This is an optimization exercise on Yosys and OpenROAD, whose aim is small area, not a production implementation.
Function was checked by simulation only, so behaviour that the tests miss may differ from the original.
No activity file was given, so power comes from the tool's default toggle rates.

File: design.v
module if_id_decode_stage #(
   parameter int RF_DEPTH = 32,
   parameter bit SEXT_IMM = 1'b1
) (
   input  logic        clk,
   input  logic        reset,
   input  logic [31:0] instr_in,
   input  logic [31:0] pc_in,
   input  logic        instr_valid,
   input  logic        flush,
   input  logic        ex_mem_read,
   input  logic [4:0]  ex_rd,
   input  logic        wb_we,
   input  logic [4:0]  wb_rd,
   input  logic [31:0] wb_data,
   output logic        stall,
   output logic        id_valid,
   output logic [31:0] id_pc,
   output logic [31:0] id_rs_data,
   output logic [31:0] id_rt_data,
   output logic [31:0] id_imm,
   output logic [4:0]  id_rs,
   output logic [4:0]  id_rt,
   output logic [4:0]  id_rd,
   output logic [5:0]  id_funct,
   output logic        id_reg_write,
   output logic        id_mem_read,
   output logic        id_mem_write,
   output logic        id_branch,
   output logic        id_jump,
   output logic        id_alu_src,
   output logic        id_illegal
);
   localparam logic [2:0] C_NONE = 3'b000;
   localparam logic [2:0] C_BEQ  = 3'b001;
   localparam logic [2:0] C_R    = 3'b010;
   localparam logic [2:0] C_J    = 3'b011;
   localparam logic [2:0] C_ILL  = 3'b100;
   localparam logic [2:0] C_SW   = 3'b101;
   localparam logic [2:0] C_ADDI = 3'b110;
   localparam logic [2:0] C_LW   = 3'b111;
   logic [2:0]  in_cls;
   always_comb begin
      case (instr_in[31:26])
         6'h00:   in_cls = C_R;
         6'h08:   in_cls = C_ADDI;
         6'h23:   in_cls = C_LW;
         6'h2B:   in_cls = C_SW;
         6'h04:   in_cls = C_BEQ;
         6'h02:   in_cls = C_J;
         default: in_cls = C_ILL;
      endcase
      if (!instr_valid) in_cls = C_NONE;
   end
   logic [2:0]  ifid_cls_q;
   logic [57:0] ifid_q, ifid_d;      
   logic [4:0]  ifid_rs_q, ifid_rt_q;
   logic [15:0] ifid_lo_q;
   logic [31:0] ifid_pc_q;
   logic        ifid_valid;
   logic        state_q;             
   assign {ifid_pc_q, ifid_rs_q, ifid_rt_q, ifid_lo_q} = ifid_q;
   assign ifid_valid = |ifid_cls_q;
   logic uses_rt, hazard, load;
   assign uses_rt = (ifid_cls_q == C_R) || (ifid_cls_q == C_SW) || (ifid_cls_q == C_BEQ);
   assign hazard  = ifid_valid && ex_mem_read && ex_rd != 5'd0 &&
                    (ex_rd == ifid_rs_q || (uses_rt && ex_rd == ifid_rt_q));
   assign stall   = !state_q && hazard && !flush;
   assign load    = ifid_valid && !stall && !flush;
   always_ff @(posedge clk or negedge reset) begin
      if (!reset) begin
         ifid_cls_q <= C_NONE;
         state_q    <= 1'b0;
      end else begin
         state_q <= stall;
         if (flush)       ifid_cls_q <= C_NONE;
         else if (!stall) ifid_cls_q <= in_cls;
      end
   end
   logic [57:0] ifid_in;
   assign ifid_in = {pc_in, instr_in[25:0]};
   for (genvar b = 0; b < 58; b++) begin : g_ifid
      if_id_ao22 u_hold (.a1(ifid_in[b]), .a2(!stall), .b1(ifid_q[b]), .b2(stall),
                         .y(ifid_d[b]));
   end
   always_ff @(posedge clk) ifid_q <= ifid_d;
   logic [31:0] rf_q [1:31];
   logic [31:0] rf_d [1:31];
   logic [31:1] rf_v_q, rf_v_d;
   logic [31:1] rf_we;
   always_comb
      for (int i = 1; i < 32; i++) rf_we[i] = wb_we && (wb_rd == 5'(i));
   always_ff @(posedge clk or negedge reset) begin
      if (!reset) rf_v_q <= '0;
      else        rf_v_q <= rf_v_d;
   end
   for (genvar i = 1; i < 32; i++) begin : g_rf
      for (genvar b = 0; b < 32; b++) begin : g_bit
         if_id_ao22 u_hold (.a1(wb_data[b]), .a2(rf_we[i]), .b1(rf_q[i][b]), .b2(!rf_we[i]),
                            .y(rf_d[i][b]));
      end
      always_ff @(posedge clk) rf_q[i] <= rf_d[i];
   end
   logic [31:1] sel_rs, sel_rt;
   logic [31:0] rs_data, rt_data;
   logic [4:0]  rs_q, rt_q;
   always_comb
      for (int i = 1; i < 32; i++) rf_v_d[i] = rf_v_q[i] || rf_we[i];
   logic [3:0] rs_lo, rt_lo;
   logic [7:0] rs_hi, rt_hi;
   always_comb begin
      for (int j = 0; j < 4; j++) begin
         rs_lo[j] = rs_q[1:0] == 2'(j);
         rt_lo[j] = rt_q[1:0] == 2'(j);
      end
      for (int j = 0; j < 8; j++) begin
         rs_hi[j] = rs_q[4:2] == 3'(j);
         rt_hi[j] = rt_q[4:2] == 3'(j);
      end
   end
   for (genvar i = 1; i < 32; i++) begin : g_sel
      if_id_and3 u_rs (.a(rs_lo[i % 4]), .b(rs_hi[i / 4]), .c(rf_v_q[i]), .y(sel_rs[i]));
      if_id_and3 u_rt (.a(rt_lo[i % 4]), .b(rt_hi[i / 4]), .c(rf_v_q[i]), .y(sel_rt[i]));
   end
   for (genvar b = 0; b < 32; b++) begin : g_rd
      logic [10:0] n_rs, n_rt;
      for (genvar k = 0; k < 10; k++) begin : g_grp
         if_id_aoi222 u_rs (.a1(sel_rs[3*k+1]), .b1(rf_q[3*k+1][b]),
                            .a2(sel_rs[3*k+2]), .b2(rf_q[3*k+2][b]),
                            .a3(sel_rs[3*k+3]), .b3(rf_q[3*k+3][b]), .y(n_rs[k]));
         if_id_aoi222 u_rt (.a1(sel_rt[3*k+1]), .b1(rf_q[3*k+1][b]),
                            .a2(sel_rt[3*k+2]), .b2(rf_q[3*k+2][b]),
                            .a3(sel_rt[3*k+3]), .b3(rf_q[3*k+3][b]), .y(n_rt[k]));
      end
      if_id_nand2 u_rs_last (.a(sel_rs[31]), .b(rf_q[31][b]), .y(n_rs[10]));
      if_id_nand2 u_rt_last (.a(sel_rt[31]), .b(rf_q[31][b]), .y(n_rt[10]));
      if_id_nand11 u_rs_or (.n(n_rs), .y(rs_data[b]));
      if_id_nand11 u_rt_or (.n(n_rt), .y(rt_data[b]));
   end
   logic [2:0]  cls_q;
   logic [31:0] pc_q;
   logic [17:0] imm_q;
   logic        is_j;
   logic [17:0] imm_d;
   assign is_j  = ifid_cls_q == C_J;
   assign imm_d = is_j ? {ifid_lo_q, 2'b00}
                       : {ifid_lo_q[15], ifid_lo_q[15], ifid_lo_q};
   always_ff @(posedge clk or negedge reset) begin
      if (!reset) begin
         cls_q <= C_NONE;
         imm_q <= '0;
         rs_q  <= '0;
         rt_q  <= '0;
      end else begin
         cls_q <= (!stall && !flush) ? ifid_cls_q : C_NONE;
         imm_q <= load ? imm_d : '0;
         rs_q  <= load ? ifid_rs_q : '0;
         rt_q  <= load ? ifid_rt_q : '0;
      end
   end
   always_ff @(posedge clk) pc_q <= ifid_pc_q;
   logic       o_r, o_j, o_rt_dst;
   logic [3:0] pc4_hi;
   assign o_r      = cls_q == C_R;
   assign o_j      = cls_q == C_J;
   assign o_rt_dst = cls_q == C_ADDI || cls_q == C_LW;
   assign pc4_hi   = pc_q[31:28] + {3'd0, &pc_q[27:2]};
   assign id_valid     = cls_q != C_NONE;
   assign id_reg_write = o_r || o_rt_dst;
   assign id_mem_read  = cls_q == C_LW;
   assign id_mem_write = cls_q == C_SW;
   assign id_branch    = cls_q == C_BEQ;
   assign id_jump      = o_j;
   assign id_alu_src   = o_rt_dst || cls_q == C_SW;
   assign id_illegal   = cls_q == C_ILL;
   assign id_pc      = pc_q & {32{id_valid}};
   assign id_rs_data = rs_data;
   assign id_rt_data = rt_data;
   assign id_rs      = rs_q;
   assign id_rt      = rt_q;
   assign id_rd      = o_r ? imm_q[15:11] : (o_rt_dst ? rt_q : 5'd0);
   assign id_funct   = o_r ? imm_q[5:0] : 6'd0;
   assign id_imm     = o_j ? {pc4_hi, rs_q, rt_q, imm_q}
                           : {{14{imm_q[17]}}, imm_q};
endmodule
module if_id_ao22 (
   input  logic a1, a2, b1, b2,
   output logic y
);
   assign y = (a1 & a2) | (b1 & b2);
endmodule
module if_id_and3 (
   input  logic a, b, c,
   output logic y
);
   assign y = a & b & c;
endmodule
module if_id_nand2 (
   input  logic a, b,
   output logic y
);
   assign y = !(a & b);
endmodule
module if_id_aoi222 (
   input  logic a1, b1, a2, b2, a3, b3,
   output logic y
);
   assign y = !((a1 & b1) | (a2 & b2) | (a3 & b3));
endmodule
module if_id_nand11 (
   input  logic [10:0] n,
   output logic        y
);
   assign y = !(&n);
endmodule
File: flow/run.sh
#!/bin/bash
set -euo pipefail
bash standard.sh \
   "BUFFER_PORTS_ARGS=-buffer_cell sky130_fd_sc_hd__buf_1" \
   "CTS_ARGS=-sink_clustering_enable -repair_clock_nets -buf_list sky130_fd_sc_hd__clkbuf_8 -sink_clustering_size 12 -sink_clustering_max_diameter 50 -dont_use_dummy_load" \
   finish > make_finish.log 2>&1
File: standard.sh
#!/bin/bash
# synth_recipe.tcl (not shown) runs the flow's synth.tcl, then flattens the netlist and writes it again
# the make line also repeats each setting of config.mk as NAME=value (left out here)
make -C /OpenROAD-flow-scripts/flow DESIGN_CONFIG=/design/flow/config.mk WORK_HOME=/design/flow/orfs CLKGATE_MAP_FILE= SYNTH_SCRIPT=/design/flow/synth_recipe.tcl "${@:-finish}"
File: config.mk
export PLATFORM = sky130hd
export DESIGN_NAME = if_id_decode_stage
export DESIGN_NICKNAME = if_id_decode_stage
export VERILOG_FILES = /design/flow/design.v
export SDC_FILE = /design/flow/constraint.sdc
export NUM_CORES = 4
export LEC_CHECK = 0
export CAP_MARGIN = 20
export CORE_MARGIN = 2
export CORE_UTILIZATION = 55
export PLACE_DENSITY = 0.65
export SETUP_SLACK_MARGIN = 0.3
export SLEW_MARGIN = 20
export SYNTH_HIERARCHICAL = 1
File: constraint.sdc
create_clock -name core_clock -period 5.0 [get_ports {clk}]
set_input_delay 1.0000 -clock core_clock [delete_from_list [all_inputs] [get_ports {clk}]]
set_output_delay 1.0000 -clock core_clock [all_outputs]
set_load 0.01 [all_outputs]
==> reports/metrics.cfg, run 1 <==
[floorplanning]
pin_count = 270
die_area_sq_mm = 0.0805
core_area_sq_mm = 0.0775
die_w_um = 284
fp.dieH_um = 284
rows = 102
start_util_pct = 55.6

[timing]
rsz0062_at_grt = yes
fin_setup_tns_ps = 0
period_minus_slack_ps = 4850
final-max-slew-violation-count = 0
skew_ps = 52.5
hold_ws_ps = 315
worst_pin_slew_ps = 1160
fmax_mhz = 206
setup_viol = 0
period_share_pct = 97.1
hold_viol = 0
max_slew_margin_pct = 22.5

[worst_setup_path]
rr_endpoint = ifid_q[48]$_DFF_P_
rrSetupSlack_ps = 2640
path_max_fanout = 32
startpoint_type = flop
worst_r2r_path_depth = 7
reg2reg_from = ifid_q[25]$_DFF_P_
worstSetupPathType = reg -> out
end_kind = output pin
arrival_ps = 3850
required_ps = 4000

[worst_hold_path]
worstHoldStart = ifid_q[42]$_DFF_P_
hold_class = reg -> reg
whs_endpoint = pc_q[16]$_DFF_P_
holdPathStages = 0

[finish]
final_cell_mix = dfxtp_1, a22o_1, a222oi_1
final_nets = 4260
layout_commonest_cell = dfxtp_1
areaGrowthSynthToFinish_pct = 13.7
layout-drive-gt1-share_pct = 9.17

[pwr]
power_density_mw_per_mm2 = 407
p_leak_nw = 20.3
total_power_w = 0.0199
irDropWorstVdd_uv = 228

[clocking]
cts_root_buf = clkbuf_8
worstSkewPairLatency_ps = 820
clk_pin_slew_ps = 80
cts_tree = yes
clock-sinks = 1148
clk_path_buf_depth = 3
cts_buffers = 130
hold_buffers = 0
htreeDepth = 4

[synth]
ys_seq_area_share_pct = 54.2
yosys_warnings = 10
synth-edff-count = 0
synthFlopType = dfxtp_1
async_reset_ff_share_pct = 5.75
synthDistinctLibCells = 45
syn-num-nets = 3691
syn-instance-count = 3577
ys_ff_latch = 1148
syn_area_per_cell_sq_um = 12.0
netlist_area_sq_mm = 0.0430

[drt]
vias = 43927
drtIter0Drc = 10044
drc = 0
firstDrtPassIters = 14
antenna_left = 0
routedWlPerCell_um = 39.1
totalWireLength_um = 203000
vias_per_cell = 8.46

[global_route]
overflow = 0
antenna_found_initial = 12
track_usage_pct = 47.6
grt_pass1_wl_um = 287000
first_global_vias = 42617
grt_max_degree = 67

[placed_design]
port_buffers = 269
hpwl_um = 113000
place.gp.congestion = 0.938

[flow_run]
cap_viol_max_count = 0

[outcome]
run_status = timing/DRC/antenna clean

[how the worst max path moves through the flow]
stage | start | to | slack [ps] | cells after the start
floorplan | ex_rd[1] | stall | 390 | 4
global placement | rt_q[2]$_DFF_PN0_ | id_rt_data[10] | 910 | 7
detailed placement | rt_q[2]$_DFF_PN0_ | id_rt_data[10] | 900 | 7
CTS | rs_q[1]$_DFF_PN0_ | id_rs_data[28] | 300 | 7
global route | rs_q[1]$_DFF_PN0_ | id_rs_data[28] | 170 | 7
finish | rt_q[3]$_DFF_PN0_ | id_rt_data[5] | 150 | 8
[metal layers]
layer	share of wire, %	vias up	global-route usage, %
li1	-	17123	-
met1	34	21080	58.7
met2	40	4619	66.0
met3	17	1095	19.3
met4	8.7	10	36.2
met5	0.18	-	2.68
[Yosys cell counts, types with 12 or more instances]
library cell  number  area [sq um]
clkbuf_1          18          67.6
inv_1             34           128
and2_1            12          75.1
and3_1            66           413
a22o_1          1050          9200
nor2b_1           40           250
nand2_1          132           495
nand2b_1          34           213
or3_1             66           413
a21oi_1           17          85.1
xnor2_1           12           105
a222oi_1         640          6410
dfrtp_1           66          1650
nand4_1          135           845
nand3_1           68           340
dfxtp_1         1082         21700
nor2_1            23          86.3
a21o_1            12          90.1
[kinds of logic (layout without fill, tap and decap cells)]
logic type	count (synthesis)	after routing	synth area share, %
compound gates	1738	1738	37.0
xor+xnor	13	13	0.265
fa+ha+maj	2	2	0.0581
buf+inv	55	622	0.503
flops	1148	1148	54.2
mux	2	2	0.0465
other cells	0	8	0
simple gates	619	619	8.00
[sequential cells by signal (all words and copies together), names as in the netlist]
signal,flops
imm_q,18
rf_v_q,31
pc_q,32
ifid_cls_q,3
rf_q,992
state_q,1
cls_q,3
ifid_q,58
rt_q,5
rs_q,5
[cell type report]
cell class,instances,area (sq um)
Multi-Input combinational cell,2374,19600
Timing Repair Buffer,458,2770
Clock buffer,130,1790
Antenna cell,8,20.0
Inverter,34,128
Tap cell,1040,1300
Sequential cell,1148,23300
Fill cell,6179,28500
[modules after synthesis (local to each module, per instance)]
module,copies in the design,cells
if_id_and3,62,1
if_id_decode_stage,1,1505
if_id_nand11,64,4
if_id_aoi222,640,1
if_id_ao22,1050,1
if_id_nand2,64,1
[worst max-delay path, stage by stage, from the launching register on]
cell and delay, ps:
dfrtp_2 420, dlymetal6s2s_1 180, and3b_2 280, and3_1 180
buf_8 190, a222oi_1 820, nand4_1 370, or3_1 450
buf_1 140
[stage by stage]
step	utilization, %	instances	setup slack, ps	area [sq um]
CTS	62.7	5171	302	48600
global route	63.2	5185	171	48900
global placement	60.4	5041	912	46800
detailed placement	60.4	5041	903	46800
floorplan	-	3577	386	43000
finish	63.2	5192	146	49000
[report_power, final]
group / total (W) / switching [W] / internal, W
Clock: 0.00551 / 0.00319 / 0.00231
Combinational: 0.00217 / 0.000886 / 0.00128
Sequential: 0.0122 / 0.00139 / 0.0108
Total: 0.0199 / 0.00547 / 0.0144
[timing repair]
item	in CTS	in global routing
buffers inserted	0	10
resized for setup	13	65
pin swaps	3	28
gates cloned	0	3
endpoints found under the setup margin	46	39
==> run 2, diff against run 1 <==
==> run.sh (new file) <==
#!/bin/bash
# synth_recipe.tcl (not shown) runs the flow's synth.tcl, then flattens the netlist and writes it again
# the make line also repeats each setting of config.mk as NAME=value (left out here)
make -C /OpenROAD-flow-scripts/flow DESIGN_CONFIG=/design/flow/config.mk WORK_HOME=/design/flow/orfs CLKGATE_MAP_FILE= SYNTH_SCRIPT=/design/flow/synth_recipe.tcl finish
removed: flow/run.sh
removed: standard.sh
==> run 2 against run 1 <==
Still clean. Global-route usage shrank 0.45 points. Flip-flop and latch count did not move. Synthesized cell count stayed put. Fmax is 0.72% higher. Clock skew fell by 47 ps. Area after synthesis stayed put. Clock power up 66%. Via count is 0.79% higher. Routed wire length fell by 1.4%. Core utilization rose by 5.3 points. Register-to-register slack got worse by 30 ps. Combinational power rose by 6%. Largest cell class unchanged.
==> reports/metrics.cfg, run 2 <==
[outcome]
run_status = timing/DRC/antenna clean  ; unchanged

[global_route]
grt_max_degree = 60  ; was 67
first_global_vias = 42954  ; was 42.6k
track_usage_pct = 47.2  ; was 47.6%
antenna_found_initial = 5  ; was 12
overflow = 0  ; unchanged
grt_pass1_wl_um = 287000  ; about the same

[synth]
ys_seq_area_share_pct = 54.2  ; unchanged
yosys_warnings = 10  ; unchanged
yosysMostFrequentCell = dfxtp_1  ; unchanged
netlist_area_sq_mm = 0.0430  ; unchanged
ys_ff_latch = 1148  ; unchanged
synth_top_cell_by_area = dfxtp_1  ; unchanged
synthFlopType = dfxtp_1  ; unchanged
syn_area_per_cell_sq_um = 12.0  ; unchanged
synthTopCellsByCount = dfxtp_1, a22o_1, a222oi_1  ; unchanged
syn-instance-count = 3577  ; unchanged
syn-num-nets = 3691  ; unchanged
synth_area_leaders = dfxtp_1, a22o_1, a222oi_1, dfrtp_1, nand4_1  ; unchanged
synthDistinctLibCells = 45  ; unchanged
synth-edff-count = 0  ; unchanged
async_reset_ff_share_pct = 5.75  ; unchanged
yosys.area.top_type_share_pct = 50.3  ; unchanged

[finish]
n_fill_cell = 5689  ; was 6179
final_nets = 4255  ; was 4260
largest_reg_flops = 992  ; unchanged
top_register = rf_q  ; unchanged
final_cell_mix = dfxtp_1, a22o_1, a222oi_1  ; unchanged
fin_cells = 5285  ; was 5192
layout-drive-gt1-share_pct = 11.2  ; was 9.17%
areaGrowthSynthToFinish_pct = 23.4  ; was 13.7%
reg.largest.list = rf_q x992, ifid_q x58, pc_q x32  ; unchanged
layout_commonest_cell = dfxtp_1  ; unchanged

[drt]
vias = 44273  ; was 43.9k
vias_per_cell = 8.38  ; was 8.46
antenna_left = 0  ; unchanged
routedWlPerCell_um = 37.9  ; was 39.1 um
firstDrtPassIters = 14  ; unchanged
drc = 0  ; unchanged
totalWireLength_um = 200000  ; was 203000 um
drtIter0Drc = 10762  ; was 10.0k

[placed_design]
place.gp.congestion = 0.986  ; was 0.938
port_buffers = 269  ; unchanged
dp_cells = 5050  ; was 5041
hpwl_um = 113000  ; about the same

[clocking]
htreeDepth = 3  ; was 4
clock-sinks = 1148  ; unchanged
cts_buffers = 116  ; was 130
cts_tree = yes  ; unchanged
worstSkewPairLatency_ps = 710  ; was 820 ps
clk_path_buf_depth = 3  ; unchanged
clk_pin_slew_ps = 60  ; was 80 ps
cts_root_buf = clkbuf_16  ; was clkbuf_8
hold_buffers = 0  ; unchanged

[worst_hold_path]
holdPathStages = 0  ; unchanged
whs_endpoint = pc_q[17]$_DFF_P_  ; was pc_q[16]$_DFF_P_
hold_class = reg -> reg  ; unchanged
worstHoldStart = ifid_q[43]$_DFF_P_  ; was ifid_q[42]$_DFF_P_

[timing]
rsz0062_at_grt = yes  ; unchanged
hold_ws_ps = 349  ; was 315 ps
final-max-slew-violation-count = 0  ; unchanged
setup_viol = 0  ; unchanged
skew_ps = 5.71  ; was 52.5 ps
fmax_mhz = 208  ; was 206 MHz
fin_setup_tns_ps = 0  ; unchanged
period_share_pct = 96.4  ; was 97.1%
period_minus_slack_ps = 4820  ; was 4850 ps
max_slew_margin_pct = 18.2  ; was 22.5%
hold_viol = 0  ; unchanged
worst_pin_slew_ps = 1230  ; was 1160 ps

[worst_setup_path]
worst_r2r_path_depth = 7  ; unchanged
reg2reg_from = ifid_cls_q[0]$_DFFE_PN0P_  ; was ifid_q[25]$_DFF_P_
end_kind = output pin  ; unchanged
worstSetupPathType = reg -> out  ; unchanged
crit_slowest_cell = or3_1  ; was a222oi_1
path_max_fanout = 32  ; unchanged
arrival_ps = 3820  ; was 3850 ps
max_stage_delay_ps = 570  ; was 820 ps
startpoint_type = flop  ; unchanged
required_ps = 4000  ; about the same
crit_chain = clkbuf_4 > and3b_1 > and3_1 > buf_8 > a222oi_1 > nand4_1 > or3_1 > clkdlybuf4s50_1  ; was dlymetal6s2s_1 > and3b_2 > and3_1 > buf_8 > a222oi_1 > nand4_1 > or3_1 > buf_1
rrSetupSlack_ps = 2610  ; was 2640 ps
rr_endpoint = ifid_q[40]$_DFF_P_  ; was ifid_q[48]$_DFF_P_

[pwr]
power_density_mw_per_mm2 = 446  ; was 407 mW/mm^2
irDropWorstVdd_uv = 300  ; was 228 uV
p_leak_nw = 22.3  ; was 20.3 nW

[floorplanning]
start_util_pct = 55.6  ; unchanged
die_area_sq_mm = 0.0805  ; unchanged
pin_count = 270  ; unchanged
die_w_um = 284  ; unchanged
core_area_sq_mm = 0.0775  ; unchanged
fp.dieH_um = 284  ; unchanged
rows = 102  ; unchanged

[flow_run]
cap_viol_max_count = 0  ; unchanged

-- run 2: report_power, final --
part / switching, W / total [W] / internal (W)
logic: 0.000886 / 0.00230 / 0.00141
registers: 0.00139 / 0.0122 / 0.0108
clock network: 0.00386 / 0.00916 / 0.00530
-- run 2: critical path, delay by kind of cell (launching register included) --
kind,cells,cell delay (ps)
AO/OA/AOI/OAI,1,480
buffers and inverters,3,910
flip-flops,1,350
AND/OR/NAND/NOR,4,1360
-- run 2: area by class of cell --
cell class,instances,area (sq um),area share (%)
sequential,1148,23300,43.9
multi-input combinational,2374,19700,37.1
timing repair buffer,467,4590,8.65
clock buffer,165,3400,6.40
tap,1040,1300,2.45
clock inverter,49,619,1.17
inverter,34,128,0.240
antenna,8,20.0,0.0377
-- run 2: metal layers --
metal  vias up  part of all wire [%]  global-route usage (%)
met2      4649                    40                    66.7
met3      1176                    17                    19.4
met4         6                   9.0                    33.6
met1     21194                    34                    57.8
li1      17248                     -                       -
met5         -                 0.098                    2.56
-- run 2: worst max path at each step --
stage	startpoint	end	slack, ps	cells after the start
after global placement	ex_rd[0]	stall	750	7
after CTS	rs_q[1]$_DFF_PN0_	id_rs_data[2]	290	7
after detailed placement	rt_q[0]$_DFF_PN0_	id_rt_data[6]	780	7
after global routing	rt_q[4]$_DFF_PN0_	id_rt_data[0]	220	7
after floorplan	ex_rd[1]	stall	390	4
final	rs_q[4]$_DFF_PN0_	id_rs_data[29]	180	8
-- run 2: per-module statistics from Yosys, one instance, submodules excluded --
module / cells / times used
if_id_nand2: 1 / 64
if_id_nand11: 4 / 64
if_id_decode_stage: 1505 / 1
if_id_and3: 1 / 62
if_id_aoi222: 1 / 640
if_id_ao22: 1 / 1050
-- run 2: cells by family (layout without fill, tap and decap cells) --
logic type | count (synthesis) | in the layout | synth area share, %
mux | 2 | 2 | 0.0465
compound gates | 1738 | 1738 | 37.0
xor+xnor | 13 | 13 | 0.265
other cells | 0 | 8 | 0
buf+inv | 55 | 715 | 0.503
fa+ha+maj | 2 | 2 | 0.0581
simple gates | 619 | 619 | 8.00
flops | 1148 | 1148 | 54.2
-- run 2: what timing repair did --
item                       in CTS  in global routing
pin swaps                      38                134
gates resized for setup        50                 77
buffers inserted                3                  9
gates cloned                    0                  0
setup endpoints to repair      64                 59
-- run 2: metrics by stage --
step	util (%)	setup WS, ps	instance area, sq um	power (W)
final	68.5	181	53100	0.0237
after global routing	68.5	220	53100	0.0243
after CTS	68.1	294	52800	0.0235
after detailed placement	62.7	782	48600	0.0145
after global placement	62.7	754	48600	0.0143
after floorplan	-	386	43000	0.0134
==> run 3, diff against run 2 <==
==> flow/run.sh (new file) <==
#!/bin/bash
set -euo pipefail
bash standard.sh \
   "BUFFER_PORTS_ARGS=-buffer_cell sky130_fd_sc_hd__buf_1" \
   "CTS_ARGS=-sink_clustering_enable -repair_clock_nets -buf_list sky130_fd_sc_hd__clkbuf_8 -sink_clustering_size 15 -sink_clustering_max_diameter 50 -dont_use_dummy_load" \
   finish > make_finish.log 2>&1
==> standard.sh (new file) <==
#!/bin/bash
# synth_recipe.tcl (not shown) runs the flow's synth.tcl, then flattens the netlist and writes it again
# the make line also repeats each setting of config.mk as NAME=value (left out here)
make -C /OpenROAD-flow-scripts/flow DESIGN_CONFIG=/design/flow/config.mk WORK_HOME=/design/flow/orfs CLKGATE_MAP_FILE= SYNTH_SCRIPT=/design/flow/synth_recipe.tcl "${@:-finish}"
removed: run.sh
==> run 3 against run 2 <==
Sequential power barely moved. Worst setup slack improved by 63 ps. Clock skew rose by 28 ps. Synthesized cell count did not move. Via count fell by 1.2%. Routed wire length rose by 0.36%. Largest cell class unchanged.
==> reports/metrics.cfg, run 3 <==
[pwr]
power.internal_w = 0.0142  ; was 0.0176 W
power_frac_seq_pct = 62.5  ; was 51.6%
irDropWorstVdd_uv = 227  ; was 300 uV
p_leak_nw = 20.1  ; was 22.3 nW
p_comb_share_pct = 11.1  ; was 9.7%
p_sw_share_pct = 27.5  ; was 25.9%
power_density_mw_per_mm2 = 403  ; was 446 mW/mm^2
p_switching_w = 0.00538  ; was 0.00613 W
pwr-share-clk_pct = 26.4  ; was 38.7%

[worst_setup_path]
arrival_ps = 3760  ; was 3820 ps
worstSetupPathType = reg -> out  ; unchanged
startpoint_type = flop  ; unchanged
path_max_fanout = 32  ; unchanged
end_kind = output pin  ; unchanged
required_ps = 4000  ; about the same

[synth]
synthTopCellsByCount = dfxtp_1, a22o_1, a222oi_1  ; unchanged
async_reset_ff_share_pct = 5.75  ; unchanged
yosysMostFrequentCell = dfxtp_1  ; unchanged
synthDistinctLibCells = 45  ; unchanged
synth_area_leaders = dfxtp_1, a22o_1, a222oi_1, dfrtp_1, nand4_1  ; unchanged
ys_ff_latch = 1148  ; unchanged
syn_area_per_cell_sq_um = 12.0  ; unchanged
synth-edff-count = 0  ; unchanged
synthFlopType = dfxtp_1  ; unchanged
yosys_warnings = 10  ; unchanged
yosys.area.top_type_share_pct = 50.3  ; unchanged
syn-instance-count = 3577  ; unchanged
syn-num-nets = 3691  ; unchanged
ys_seq_area_share_pct = 54.2  ; unchanged
netlist_area_sq_mm = 0.0430  ; unchanged
synth_top_cell_by_area = dfxtp_1  ; unchanged

[timing]
period_minus_slack_ps = 4760  ; was 4820 ps
fin_setup_tns_ps = 0  ; unchanged
period_share_pct = 95.1  ; was 96.4%
rsz0062_at_grt = yes  ; unchanged
final-max-slew-violation-count = 0  ; unchanged
fmax_mhz = 210  ; was 208 MHz
setup_viol = 0  ; unchanged
skew_ps = 34.1  ; was 5.71 ps
worst_pin_slew_ps = 1170  ; was 1230 ps
max_slew_margin_pct = 21.6  ; was 18.2%
hold_ws_ps = 342  ; was 349 ps
hold_viol = 0  ; unchanged

[floorplanning]
rows = 102  ; unchanged
fp.dieH_um = 284  ; unchanged
die_area_sq_mm = 0.0805  ; unchanged
pin_count = 270  ; unchanged
start_util_pct = 55.6  ; unchanged
die_w_um = 284  ; unchanged
core_area_sq_mm = 0.0775  ; unchanged

[placed_design]
place.gp.congestion = 0.938  ; was 0.986
port_buffers = 269  ; unchanged
hpwl_um = 113000  ; about the same

[global_route]
overflow = 0  ; unchanged
grt_pass1_wl_um = 286000  ; was 287000 um
antenna_found_initial = 9  ; was 5
first_global_vias = 42527  ; was 43.0k
track_usage_pct = 47.3  ; was 47.2%
grt_max_degree = 67  ; was 60

[clocking]
htreeDepth = 3  ; unchanged
hold_buffers = 0  ; unchanged
clk_path_buf_depth = 3  ; unchanged
clk_pin_slew_ps = 90  ; was 60 ps
clock-sinks = 1148  ; unchanged
cts_buffers = 116  ; unchanged
cts_root_buf = clkbuf_8  ; was clkbuf_16
cts_tree = yes  ; unchanged
worstSkewPairLatency_ps = 770  ; was 710 ps
cts_setup_buffers = 0  ; was 3

[drt]
vias_per_cell = 8.48  ; was 8.38
routedWlPerCell_um = 38.9  ; was 37.9 um
firstDrtPassIters = 15  ; was 14
drc = 0  ; unchanged
vias = 43753  ; was 44.3k
drtIter0Drc = 10065  ; was 10.8k
antenna_left = 0  ; unchanged
totalWireLength_um = 201000  ; was 200000 um

[finish]
layout-drive-gt1-share_pct = 8.23  ; was 11.2%
largest_reg_flops = 992  ; unchanged
top_register = rf_q  ; unchanged
reg.largest.list = rf_q x992, ifid_q x58, pc_q x32  ; unchanged
layout_commonest_cell = dfxtp_1  ; unchanged
n_fill_cell = 6230  ; was 5689
final_cell_mix = dfxtp_1, a22o_1, a222oi_1  ; unchanged
final_nets = 4233  ; was 4255
areaGrowthSynthToFinish_pct = 12.7  ; was 23.4%

[flow_run]
cap_viol_max_count = 0  ; unchanged

[worst_hold_path]
hold_class = reg -> reg  ; unchanged

[outcome]
run_status = timing/DRC/antenna clean  ; unchanged

[run 3: cell count changes in the layout (fill, tap and decap cells not counted), moves of 24 or more]
cell	before	now
buf_1	0	266
clkdlybuf4s50_1	248	0
clkbuf_16	117	0
clkbuf_8	29	116
clkinv_2	26	0
or3_1	39	63
or3_4	26	2
[run 3: path summary, 6_finish.rpt]
path,start,endpoint,slack (ps),cells after the start
worst min-delay path,ifid_q[54]$_DFF_P_,pc_q[28]$_DFF_P_,340,0
min in group asynchronous,reset,imm_q[7]$_DFF_PN0_,430,2
max in group asynchronous,reset,rs_q[3]$_DFF_PN0_,3930,2
worst max register to register,ifid_q[25]$_DFF_P_,ifid_q[39]$_DFF_P_,2650,7
worst min register to register,ifid_q[54]$_DFF_P_,pc_q[28]$_DFF_P_,340,0
worst max-delay path,rs_q[1]$_DFF_PN0_,id_rs_data[5],240,7
[run 3: logic make-up after synthesis]
logic type | after synthesis | share of synthesized area (%)
buf+inv | 55 | 0.503
simple gates | 619 | 8.00
compound gates | 1738 | 37.0
mux | 2 | 0.0465
flops | 1148 | 54.2
fa+ha+maj | 2 | 0.0581
xor+xnor | 13 | 0.265
[run 3: per-module statistics from Yosys (local to each module, per instance)]
module              cells inside  cell area, sq um  flip-flops and latches  times used
if_id_and3                     1              6.26                       0          62
if_id_decode_stage          1505             25300                    1148           1
if_id_nand2                    1              3.75                       0          64
if_id_ao22                     1              8.76                       0        1050
if_id_aoi222                   1              10.0                       0         640
if_id_nand11                   4              23.8                       0          64
[run 3: critical path, stage by stage (launching register included)]
cell and delay, ps:
dfrtp_1 450, and2_2 270, and3_1 190, buf_4 290, a222oi_1 820, nand4_1 380
or3_1 430, buf_1 140
[run 3: per-stage QoR]
step | total power (W) | utilization, % | instances | setup WS [ps] | instance area, sq um
2_1_floorplan | 0.0134 | - | 3577 | 386 | 43000
3_3_place_gp | 0.0142 | 60.4 | 5041 | 912 | 46800
3_5_place_dp | 0.0144 | 60.4 | 5041 | 903 | 46800
4_1_cts | 0.0194 | 62.5 | 5157 | 309 | 48400
5_1_grt | 0.0202 | 62.6 | 5158 | 192 | 48500
6_report | 0.0195 | 62.6 | 5162 | 243 | 48500
[run 3: power groups by stage]
stage / combinational, W / sequential [W] / clock, W
after floorplan: 0.00153 / 0.0119 / 0
after global placement: 0.00200 / 0.0122 / 0
after detailed placement: 0.00210 / 0.0123 / 0
after CTS: 0.00211 / 0.0121 / 0.00514
after global routing: 0.00230 / 0.0124 / 0.00548
final: 0.00216 / 0.0122 / 0.00516
[run 3: per-layer routing]
metal	track usage, %	wire (um)	up-vias
met5	2.74	234	-
met2	66.2	81200	4566
met4	35.6	17500	8
met3	18.9	33800	1130
met1	58.2	68100	20985
li1	-	-	17064
[run 3: cell type report]
cell class | instances | area (sq um) | area share (%)
diodes | 5 | 12.5 | 0.0258
clock buffers | 116 | 1600 | 3.29
inverters | 34 | 128 | 0.263
multi-input cells | 2374 | 19600 | 40.4
flip-flops and latches | 1148 | 23300 | 48.1
well taps | 1040 | 1300 | 2.68
repair buffers | 445 | 2550 | 5.26
[run 3: timing repair]
action / 4_1_cts / 5_1_grt
resized for setup: 11 / 26
setup endpoints to repair: 38 / 42
pin swaps: 3 / 22

afterwards: timing with drivers on the ports:
In the flow no input, the clock included, has a driving cell. The finished layouts below were timed again as built, in two steps.
Step 1 sets driving cells, clkbuf_16 on the clock port and buf_2 on the other inputs (assumed; they add their load-dependent delay and slew).
Step 2 adds t to the input delays and takes it off the output delays; t is the mean of the earliest and latest rising clock arrival at the registers after step 1. Input paths then give back, and output paths get back, about the clock's delay inside the block.
a / b / c = ideal ports / drivers / drivers and shift; a / b = the first two.
| run | t (ns) | setup WS [ns] | worst setup path after step 2 | worst slew at a driven data input, ns | cell pins on the clock port's net |
|---|---|---|---|---|---|
| run 1 | 0.871 | 0.146 / 0.074 / 0.946 | register to output | 0.05 | 1 |
| run 2 | 0.775 | 0.181 / 0.106 / 0.775 | input to output | 0.07 | 1 |
| run 3 | 0.836 | 0.243 / 0.170 / 1.006 | register to output | 0.05 | 1 |
After both steps setup and hold are still met in every run listed.
